Source: an optimization exercise on an open RTL-to-GDS flow (aim: small area). Production flows keep margins and buffers that such runs may drop. In this exercise RTL edits were held to simulation tests only and were not proved equivalent to the original.

== rev 12 ==
Design mc_datapath, start of the top module:
module mc_datapath #(
  parameter int unsigned     XLEN     = 32,
  parameter logic [XLEN-1:0] RESET_PC = '0
) (
  input  logic          clk,
  input  logic          reset,
  input  logic [1:0]    ResultSrc,
  input  logic          PCSrc,
  input  logic          ALUSrc,
  input  logic          RegWrite,
  input  logic [1:0]    ImmSrc,
  input  logic [2:0]    ALUControl,
  input  logic          Jalr,
  input  logic          MemRead,
  input  logic          MemWrite,
  output logic [31:0]   Instr,
  output logic          Zero,
  output logic          ALUR31,
  output logic          mem_req,
  output logic          mem_we,
  output logic [XLEN-1:0] mem_addr,
  output logic [XLEN-1:0] mem_wdata,
  input  logic [XLEN-1:0] mem_rdata,
  input  logic          mem_ready,
  output logic [1:0]    state
);
  localparam int SHW = $clog2(XLEN);
  mc_pkg::mc_state_e       cur_st, nxt_st;
  logic [XLEN-1:0] pc, opa, mdr;
  logic [XLEN-1:0] port, imm_ext, alu_res;
  logic [XLEN-1:0] pc_plus4, result;
  logic [19:0]     pc_upper;
  wire st_fetch = (cur_st == mc_pkg::ST_FETCH);
  wire st_exec  = (cur_st == mc_pkg::ST_EXEC);
  wire st_mem   = (cur_st == mc_pkg::ST_MEM);
  wire st_wb    = (cur_st == mc_pkg::ST_WB);
  assign state = cur_st;
  always_comb begin
    imm_ext = '0;
    case (ImmSrc)
      mc_pkg::IMM_I: imm_ext = XLEN'($signed(Instr[31:20]));
      mc_pkg::IMM_S: imm_ext = XLEN'($signed({Instr[31:25], Instr[11:7]}));
      mc_pkg::IMM_B: imm_ext = XLEN'($signed({Instr[31], Instr[7], Instr[30:25], Instr[11:8], 1'b0}));
      mc_pkg::IMM_J: imm_ext = XLEN'($signed({Instr[31], Instr[19:12], Instr[20], Instr[30:21], 1'b0}));
      default: imm_ext = '0;
    endcase
  end
  logic [30:0][XLEN-1:0] rf_q, rf_d;
  logic [30:0]           rf_we;
  logic [31:0]           tsel;      
  logic [31:0][XLEN-1:0] term;
  logic [10:0][XLEN-1:0] part_n;
  logic                  sel_imm;
  assign sel_imm  = (st_exec && ALUSrc) || st_wb;
  for (genvar i = 0; i < 31; i++) begin : g_rf
    assign rf_we[i] = st_wb && RegWrite && (Instr[11:7] == 5'(i + 1));
    mc_hold #(.W(XLEN)) u_hold (.we(rf_we[i]), .nwe(~rf_we[i]), .wd(result), .q(rf_q[i]), .d(rf_d[i]));
  ...
==> flow/config.mk <==
export PLATFORM = sky130hd
export DESIGN_NAME = mc_datapath
export DESIGN_NICKNAME = mc_datapath
export VERILOG_FILES = /design/flow/design.v
export SDC_FILE = /design/flow/constraint.sdc
export NUM_CORES = 4
export LEC_CHECK = 0
export CAP_MARGIN = 20
export CORE_MARGIN = 2
export CORE_UTILIZATION = 65
export PLACE_DENSITY = 0.75
export SETUP_SLACK_MARGIN = 0.15
export SLEW_MARGIN = 20
export SYNTH_HIERARCHICAL = 1
==> flow/constraint.sdc <==
create_clock -name core_clock -period 12.0 [get_ports {clk}]
set_input_delay 2.4000 -clock core_clock [delete_from_list [all_inputs] [get_ports {clk}]]
set_output_delay 2.4000 -clock core_clock [all_outputs]
set_load 0.01 [all_outputs]
standard.sh (not shown) runs the stock make flow with config.mk's settings and CLKGATE_MAP_FILE= SYNTH_SCRIPT=/design/flow/synth_recipe.tcl, a recipe that flattens the netlist after the stock synthesis.
==> flow/flow/run.sh <==
#!/bin/bash
# The standard layout (standard.sh, the standard flow's own ORFS flow, synthesis included)
# with a lighter clock tree and lighter port buffers:
# - CTS builds the tree from clkbuf_8 cells, in clusters of up to 14 sinks,
#   and adds no dummy loads
# - buffer_ports gives every input and output port a buf_1
# All of the flow's output goes to standard.log in this folder.
set -e
export CTS_ARGS="-sink_clustering_enable -repair_clock_nets -dont_use_dummy_load -buf_list {sky130_fd_sc_hd__clkbuf_8} -sink_clustering_size 14 -sink_clustering_max_diameter 80"
export BUFFER_PORTS_ARGS="-buffer_cell sky130_fd_sc_hd__buf_1"
bash standard.sh > standard.log 2>&1
The inputs of rev 13 differ from those of rev 12 as listed below.
==> flow/flow/run.sh <==
#!/bin/bash
set -e
rm -rf orfs_scripts
cp -r "$FLOW_HOME/scripts" orfs_scripts
cp flow/abc_area_delay.script orfs_scripts/abc_speed.script
export SCRIPTS_DIR="$PWD/orfs_scripts"
export CTS_ARGS="-sink_clustering_enable -repair_clock_nets -dont_use_dummy_load -buf_list {sky130_fd_sc_hd__clkbuf_8} -sink_clustering_size 14 -sink_clustering_max_diameter 80"
export BUFFER_PORTS_ARGS="-buffer_cell sky130_fd_sc_hd__buf_1"
bash standard.sh > standard.log 2>&1
==> flow/flow/abc_area_delay.script (new file) <==
strash
&get -n
&fraig -x
&put
scorr
dc2
strash
&get -n
&dch -f
&nf -D 12000
&put
buffer
upsize -D 12000
dnsize -D 12000
Netlist area before placement for rev 13 is lower than for rev 12.
Diff rev 12 -> rev 13: worst hold slack held steady, share of the core filled with cells higher.
Rev 12 vs rev 13, most common library cell in the layout ignoring fill and taps: dfxtp_1 vs a22o_1
Rev 13 against rev 12: summed area of non-filler cells in the final layout has decreased, logic depth of the worst path, buffers included has decreased, tightest slew margin relative to the limit has increased, first-iteration DRC count has increased.
Rev 13 vs rev 12 — area enclosed by the die boundary dropped by a few percent
Compared rev 13 vs rev 12, and wire length is up in rev 13.
Rev 13 against rev 12: wire length per cell after detailed routing increased 3.2%, fraction of area in registers grew by 0.24 points.

[separate check: timing with driven ports]
The results above use ideal ports. As a check the final layouts listed here were re-extracted and re-timed, cells and wires unchanged. Step 1 (the two cells are an assumption about what drives the block):
set clk [get_ports {clk}]
set_driving_cell -lib_cell sky130_fd_sc_hd__clkbuf_16 $clk
set_driving_cell -lib_cell sky130_fd_sc_hd__buf_2 [delete_from_list [all_inputs] $clk]
Step 2 adds t to the input delays and takes it off the output delays; t is the mean of the earliest and latest rising clock arrival at the registers after step 1. Input paths then give back, and output paths get back, about the clock's delay inside the block. Slacks: ideal / step 1 / step 2; pairs: ideal / step 1.
| run | t, ns | setup slack, ns | worst register clock-pin slew, ns |
|---|---|---|---|
| rev 12 | 0.786 | 0.318 / 0.296 / 0.296 | 0.10 / 0.10 |
| rev 13 | 0.787 | 0.364 / 0.309 / 0.309 | 0.11 / 0.11 |
After both steps every run listed still meets setup and hold. The setup slack of rev 13, which loses most, moves by -0.055 ns with the drivers and by -0.055 ns with both steps.
